Source: an optimization exercise on an open RTL-to-GDS flow (aim: small area, a short achievable clock period and few clock cycles per item). Production flows keep margins and buffers that such runs may drop.
Function was checked by simulation only, so behaviour that the tests miss may differ from the original.
No activity file was given, so power comes from the tool's default toggle rates.

==> flow/design.v <==
package nsqrt_pkg;
   localparam logic [31:0] NEG_ONE_Q16 = 32'hFFFF_0000;
   localparam logic [31:0] TOL_RESET   = 32'h0001_0000;
endpackage
module newton_square_root_top (
   input  logic               clock,
   input  logic               reset,
   input  logic               req_valid,
   output logic               req_stall,
   input  logic signed [31:0] req_radicand,
   output logic               rsp_valid,
   input  logic               rsp_stall,
   output logic signed [31:0] rsp_root,
   output logic [6:0]         rsp_steps_taken,
   output logic               rsp_negative_input,
   input  logic               csr_write_enable,
   input  logic [31:0]        csr_write_data
);
   typedef enum logic [3:0] {
      S_IDLE, S_INIT, S_CHK0, S_UPD, S_DIV, S_CYC, S_OUT, S_OUTP
   } state_type;
   state_type   state_ff;
   logic [31:0] tol_ff;
   logic [31:0] w_ff;       
   logic [3:0]  k_ff;       
   logic [4:0]  cnt_ff;     
   logic [30:0] x_ff;
   logic [23:0] q_ff;
   logic [32:0] p_ff;       
   logic [32:0] x3_ff;      
   logic [6:0]  n_ff;
   logic        neg_ff;
   logic        pend_ff;    
   logic        big_ff;     
   logic [34:0] acc_ff;     
   logic        accc_ff;    
   logic [16:0] sqm_ff;     
   logic        sqp_ff;     
   logic [32:0] sqw_ff;     
   logic        fresh_ff;   
   always_ff @(posedge clock) begin
      if (reset) tol_ff <= nsqrt_pkg::TOL_RESET;
      else if (csr_write_enable) tol_ff <= csr_write_data;
   end
   assign req_stall          = !(state_ff == S_IDLE || state_ff == S_OUT);
   assign rsp_valid          = (state_ff == S_OUT || state_ff == S_OUTP);
   assign rsp_root           = {neg_ff, {15{neg_ff}} | x_ff[30:16], x_ff[15:0]};
   assign rsp_steps_taken    = n_ff;
   assign rsp_negative_input = neg_ff;
   logic [30:0] a;
   logic        a_ge1;
   logic [4:0]  half_bl;    
   assign a     = w_ff[30:0];
   assign a_ge1 = |a[30:16];
   logic [30:0] sa;
   logic        sa_ge1, sa_pos;
   logic [17:0] e0;
   assign sa     = w_ff[30:0];
   assign sa_pos = !w_ff[31] && (w_ff[30:0] != 31'd0);
   assign sa_ge1 = |sa[30:16];
   assign e0     = sa[17:0] - 18'h08000;
   always_comb begin
      half_bl = 5'd0;
      for (int i = 0; i < 31; i++)
         if (a[i]) half_bl = 5'((i + 2) / 2);
   end
   logic [3:0] k_init;
   assign k_init = 4'(((5'd8 + half_bl) | 5'd1) + 5'd1 >> 1);
   logic [4:0] cnt_cur;     
   assign cnt_cur = cnt_ff;
   logic        sq_done, c_pass;
   logic [33:0] acc_mag;
   logic        sq_idle;
   assign sq_idle = (sqm_ff == 17'd0) && !sqp_ff;
   assign sq_done = sq_idle && !accc_ff;
   logic        bd_act_ff, bd_neg_ff, bd_two_ff;
   logic [2:0]  bd_step, bd_upd, bd_init;
   logic [2:0]  bd_one;    
   always_comb begin
      bd_step = {!(sqm_ff[3] == sqm_ff[2] && sqm_ff[2] == sqm_ff[1]),
                 sqm_ff[3] && !(sqm_ff[2] && sqm_ff[1]),
                 (sqm_ff[3] != sqm_ff[2]) && (sqm_ff[2] == sqm_ff[1])};
      bd_upd  = {upd_d[2] || upd_d[1], upd_d[2], upd_d[2] && !upd_d[1]};
      bd_init = {e0[1] || e0[0], e0[1], e0[1] && !e0[0]};
      bd_one  = 3'b100;
   end
   logic        bd_neg;
   logic [34:0] bd_add;
   assign bd_neg  = bd_neg_ff;
   assign bd_add  = (bd_two_ff ? {1'b0, sqw_ff, 1'b0} : {2'b00, sqw_ff}) ^ {35{bd_neg_ff}};
   logic [34:0] bd_term;
   logic [18:0] acc_lo_add;
   logic [16:0] acc_hi_add;
   assign bd_term    = bd_act_ff ? bd_add : 35'd0;
   assign acc_lo_add = {1'b0, acc_ff[17:0]} + {1'b0, bd_term[17:0]} + {18'd0, bd_act_ff && bd_neg_ff};
   assign acc_hi_add = acc_ff[34:18] + bd_term[34:18] + {16'd0, accc_ff};
   assign acc_mag = acc_ff[33:0] ^ {34{acc_ff[34]}};
   assign c_pass  = {acc_mag, 1'b0} < {2'b00, tol_ff, acc_ff[34]};
   logic [1:0]  div_next;   
   logic [33:0] t1, t2, t3;
   logic        d1, d2, d3, div_first, div_last;
   logic [30:0] p_new;
   assign div_first = (cnt_ff == 5'd0);
   assign div_last  = (cnt_ff[3:0] == k_ff - 4'd1);
   always_comb begin
      unique case (cnt_ff[2:0])
         3'd0: div_next = w_ff[7:6];
         3'd1: div_next = w_ff[5:4];
         3'd2: div_next = w_ff[3:2];
         3'd3: div_next = w_ff[1:0];
         default: div_next = 2'b00;
      endcase
      if (cnt_ff[4:3] != 2'b00) div_next = 2'b00;
   end
   assign t1 = {1'b0, p_ff} - {3'b000, x_ff};
   assign t2 = {1'b0, p_ff} - {2'b00, x_ff, 1'b0};
   assign t3 = {1'b0, p_ff} - {1'b0, x3_ff};
   assign d1 = !t1[33];
   assign d2 = !t2[33];
   assign d3 = !t3[33] && !div_first;
   assign p_new = d3 ? t3[30:0] : d2 ? t2[30:0] : d1 ? t1[30:0] : p_ff[30:0];
   logic [32:0] upd_s;
   logic [30:0] upd_d;
   logic [31:0] upd_r;
   assign upd_s = {2'b00, x_ff} + (state_ff == S_UPD ? {9'd0, q_ff} : {1'b0, x_ff, 1'b0});
   assign upd_d = x_ff - {7'd0, q_ff};
   assign upd_r = {1'b0, p_ff[32:2]} + (upd_d[0] ? {8'd0, q_ff} : 32'd0);
   logic [4:0] qf_bf, qf_bf_ff;
   logic [5:0] qf_bm, qf_bm_ff;
   logic [31:0] qf_rt;
   logic        qf;
   assign qf_rt = ~acc_ff[31:0] | tol_ff;
   always_comb begin
      qf_bf = 5'd0;
      qf_bm = 6'd0;
      for (int i = 0; i < 17; i++)
         if (sqm_ff[i]) qf_bf = 5'(i + 1);
      for (int i = 0; i < 32; i++)
         if (qf_rt[i]) qf_bm = 6'(i + 1);
   end
   assign qf = (cnt_ff == 5'd1) && ({qf_bf_ff, 1'b0} >= qf_bm_ff + 6'd3);
   logic chk_ready, chk_pass, chk_le0;
   assign chk_ready = big_ff || sq_done || qf;
   assign chk_pass  = !big_ff && !qf && c_pass;
   assign chk_le0   = !big_ff && !qf && acc_ff[34];
   always_ff @(posedge clock) begin
      if (!sq_done) begin
         acc_ff  <= {acc_hi_add, acc_lo_add[17:0]};
         accc_ff <= acc_lo_add[18];
      end
      if (!sq_idle) begin
         sqp_ff <= sqm_ff[1];
         sqm_ff <= sqm_ff >> 2;
         {bd_act_ff, bd_neg_ff, bd_two_ff} <= bd_step;
         sqw_ff <= sqw_ff << 2;
      end
      qf_bf_ff <= qf_bf;
      qf_bm_ff <= qf_bm;
      if (state_ff == S_INIT) begin
         fresh_ff <= 1'b1;
         accc_ff  <= 1'b0;
         sqp_ff   <= 1'b0;
         if (sa_ge1) begin
            acc_ff <= ~35'h0_4000_0000;
            big_ff <= e0[17] || |sa[30:18];
            sqm_ff <= e0[16:0];
            {bd_act_ff, bd_neg_ff, bd_two_ff} <= bd_init;
            sqw_ff <= {16'd0, e0[16:0]};
         end else begin
            acc_ff <= ~{3'd0, sa[15:0], 16'd0};
            big_ff <= 1'b0;
            sqm_ff <= 17'd1;
            {bd_act_ff, bd_neg_ff, bd_two_ff} <= bd_one;
            sqw_ff <= 33'h1_0000_0000;
         end
      end
      if (reset) begin
         state_ff <= S_IDLE;
      end else begin
         unique case (state_ff)
            S_IDLE: begin
               w_ff <= req_radicand;
               if (req_valid) state_ff <= S_INIT;
            end
            S_INIT: begin
               fresh_ff <= 1'b1;
               k_ff     <= k_init;
               cnt_ff   <= 5'd26 - {k_init, 1'b0};
               neg_ff   <= w_ff[31];
               n_ff     <= '0;
               x_ff     <= '0;
               state_ff <= sa_pos ? S_CHK0 : S_OUT;
            end
            S_CHK0: begin
               if (fresh_ff) begin
                  fresh_ff <= 1'b0;
                  n_ff     <= '0;
                  neg_ff   <= 1'b0;
                  p_ff     <= '0;
                  x_ff     <= a_ge1 ? a : 31'h0001_0000;
                  q_ff     <= a_ge1 ? 24'h01_0000 : {8'd0, a[15:0]};
               end
               if (cnt_cur >= 5'd4) begin
                  w_ff   <= w_ff << 4;
                  cnt_ff <= cnt_cur - 5'd4;
               end else begin
                  if (cnt_cur != 5'd0) w_ff <= w_ff << 2;
                  cnt_ff <= 5'd0;
               end
               if (chk_ready) begin
                  if (chk_pass) state_ff <= S_OUT;
                  else if (cnt_cur <= 5'd4) state_ff <= S_UPD;
               end
            end
            S_UPD: begin
               x_ff     <= upd_s[31:1];
               n_ff     <= n_ff + 7'd1;
               p_ff     <= {9'd0, w_ff[31:8]};
               q_ff     <= '0;
               cnt_ff   <= '0;
               pend_ff  <= 1'b1;
               big_ff   <= |upd_d[30:18];
               acc_ff   <= ~{3'd0, upd_r};
               accc_ff  <= 1'b0;
               sqm_ff   <= upd_d[17:1];
               {bd_act_ff, bd_neg_ff, bd_two_ff} <= bd_upd;
               sqw_ff   <= {16'd0, upd_d[17:1]};
               sqp_ff   <= 1'b0;
               state_ff <= S_DIV;
            end
            S_DIV: begin
               cnt_ff <= cnt_ff + 5'd1;
               q_ff   <= {q_ff[21:0], d2, d3 | (d1 & !d2)};
               p_ff   <= {p_new, div_next};
               if (div_first) x3_ff <= upd_s;
               if (pend_ff && chk_ready) begin
                  if (chk_pass) begin
                     state_ff <= S_OUT;
                  end else if (chk_le0) begin
                     state_ff <= S_CYC;
                     sqm_ff   <= 17'd1;
                     {bd_act_ff, bd_neg_ff, bd_two_ff} <= bd_one;
                     sqw_ff   <= {1'b0, x_ff, 1'b1};
                     sqp_ff   <= 1'b0;
                  end else begin
                     pend_ff <= 1'b0;
                     if (div_last) state_ff <= S_UPD;
                  end
               end else if (!pend_ff && div_last) begin
                  state_ff <= S_UPD;
               end else if (pend_ff && div_last) begin
                  cnt_ff <= cnt_ff;
                  q_ff   <= q_ff;
                  p_ff   <= p_ff;
                  state_ff <= S_DIV;
               end
            end
            S_CYC: begin
               if (sq_done) begin
                  state_ff <= S_OUT;
                  n_ff     <= 7'd100;
                  if (acc_ff == 35'd0) begin
                     if (c_pass) begin
                        x_ff[0] <= 1'b1;
                        n_ff    <= n_ff + 7'd1;
                     end else begin
                        x_ff[0] <= n_ff[0];
                     end
                  end
               end
            end
            S_OUT: begin
               w_ff <= req_radicand;
               if (req_valid) state_ff <= rsp_stall ? S_OUTP : S_INIT;
               else if (!rsp_stall) state_ff <= S_IDLE;
            end
            S_OUTP: if (!rsp_stall) state_ff <= S_INIT;
            default: state_ff <= S_IDLE;
         endcase
      end
   end
endmodule
Settings: LEC_CHECK=0, CAP_MARGIN=20, CORE_MARGIN=2, CORE_UTILIZATION=50, PLACE_DENSITY=0.65, SLEW_MARGIN=20, SETUP_SLACK_MARGIN=7.0; clock period 11.0 ns.
standard.sh (not shown) runs the stock make flow with config.mk's settings and CLKGATE_MAP_FILE= SYNTH_SCRIPT=/design/flow/synth_recipe.tcl, a recipe that flattens the netlist after the stock synthesis.
==> flow/flow/run.sh <==
#!/bin/bash
# The standard layout, with timing repair aiming well below the clock period.
set -euo pipefail
echo "export SETUP_SLACK_MARGIN = 7.0" >> config.mk
bash standard.sh > standard.log 2>&1
Testbench counts at the start, summed over its fixed seeds: cycles 32,568, items 640.
Rerun with:
--- a/flow/design.v
+++ b/flow/design.v
@@ -99,12 +99,14 @@
    logic [1:0]  div_next;   
    logic [33:0] t1, t2, t3;
    logic        d1, d2, d3, div_first, div_last;
    logic [30:0] p_new;
    assign div_first = (cnt_ff == 5'd0);
    assign div_last  = (cnt_ff[3:0] == k_ff - 4'd1);
+   logic div_done;
+   assign div_done  = (cnt_ff == {1'b0, k_ff});
    always_comb begin
       unique case (cnt_ff[2:0])
          3'd0: div_next = w_ff[7:6];
          3'd1: div_next = w_ff[5:4];
          3'd2: div_next = w_ff[3:2];
          3'd3: div_next = w_ff[1:0];
@@ -226,40 +228,40 @@
                {bd_act_ff, bd_neg_ff, bd_two_ff} <= bd_upd;
                sqw_ff   <= {16'd0, upd_d[17:1]};
                sqp_ff   <= 1'b0;
                state_ff <= S_DIV;
             end
             S_DIV: begin
-               cnt_ff <= cnt_ff + 5'd1;
-               q_ff   <= {q_ff[21:0], d2, d3 | (d1 & !d2)};
-               p_ff   <= {p_new, div_next};
+               if (!div_done) begin
+                  cnt_ff <= cnt_ff + 5'd1;
+                  q_ff   <= {q_ff[21:0], d2, d3 | (d1 & !d2)};
+                  p_ff   <= {p_new, div_next};
+               end
                if (div_first) x3_ff <= upd_s;
                if (pend_ff && chk_ready) begin
                   if (chk_pass) begin
                      state_ff <= S_OUT;
                   end else if (chk_le0) begin
                      state_ff <= S_CYC;
-                     sqm_ff   <= 17'd1;
-                     {bd_act_ff, bd_neg_ff, bd_two_ff} <= bd_one;
-                     sqw_ff   <= {1'b0, x_ff, 1'b1};
-                     sqp_ff   <= 1'b0;
+                     fresh_ff <= 1'b1;
                   end else begin
                      pend_ff <= 1'b0;
-                     if (div_last) state_ff <= S_UPD;
+                     if (div_last || div_done) state_ff <= S_UPD;
                   end
-               end else if (!pend_ff && div_last) begin
+               end else if (!pend_ff && (div_last || div_done)) begin
                   state_ff <= S_UPD;
-               end else if (pend_ff && div_last) begin
-                  cnt_ff <= cnt_ff;
-                  q_ff   <= q_ff;
-                  p_ff   <= p_ff;
-                  state_ff <= S_DIV;
                end
             end
             S_CYC: begin
-               if (sq_done) begin
+               if (fresh_ff) begin
+                  fresh_ff <= 1'b0;
+                  sqm_ff   <= 17'd1;
+                  {bd_act_ff, bd_neg_ff, bd_two_ff} <= bd_one;
+                  sqw_ff   <= {1'b0, x_ff, 1'b1};
+                  sqp_ff   <= 1'b0;
+               end else if (sq_done) begin
                   state_ff <= S_OUT;
                   n_ff     <= 7'd100;
                   if (acc_ff == 35'd0) begin
                      if (c_pass) begin
                         x_ff[0] <= 1'b1;
                         n_ff    <= n_ff + 7'd1;
Result: The new run finished with timing, DRC and antenna clean. Final cell count drops by a few percent. Clock power is lower by a few percent. Cell area drops slightly. Setup slack hardly moves. Synthesized area shrinks by a few percent. Via count drops by a few percent. Register-to-register slack stays flat.
Testbench counts after the change, summed over its fixed seeds: cycles 32,728, items 640.

[port drivers added, routing unchanged]
How much do the figures lean on ideal ports? The routed layouts below were timed once more, with nothing changed but the port constraints. Step 1, drivers: a clkbuf_16 drives clock and a buf_2 each remaining input, both assumed. Step 2 times the ports against the registers' clock, not the clock port: input delays grow and output delays shrink by t, the midpoint of the rising clock arrivals with the driver on. a / b / c = ideal ports / drivers / drivers and shift; a / b = the first two.
| run | t (ns) | setup WS [ns] | worst slew at a driven data input, ns |
|---|---|---|---|
| the first run | 0.639 | 7.029 / 6.965 / 6.551 | 0.05 |
| the second run | 0.629 | 7.028 / 6.964 / 6.545 | 0.05 |
After both steps every run listed still meets setup and hold. The setup slack of the second run, which loses most, moves by -0.064 ns with the drivers and by -0.483 ns with both steps.
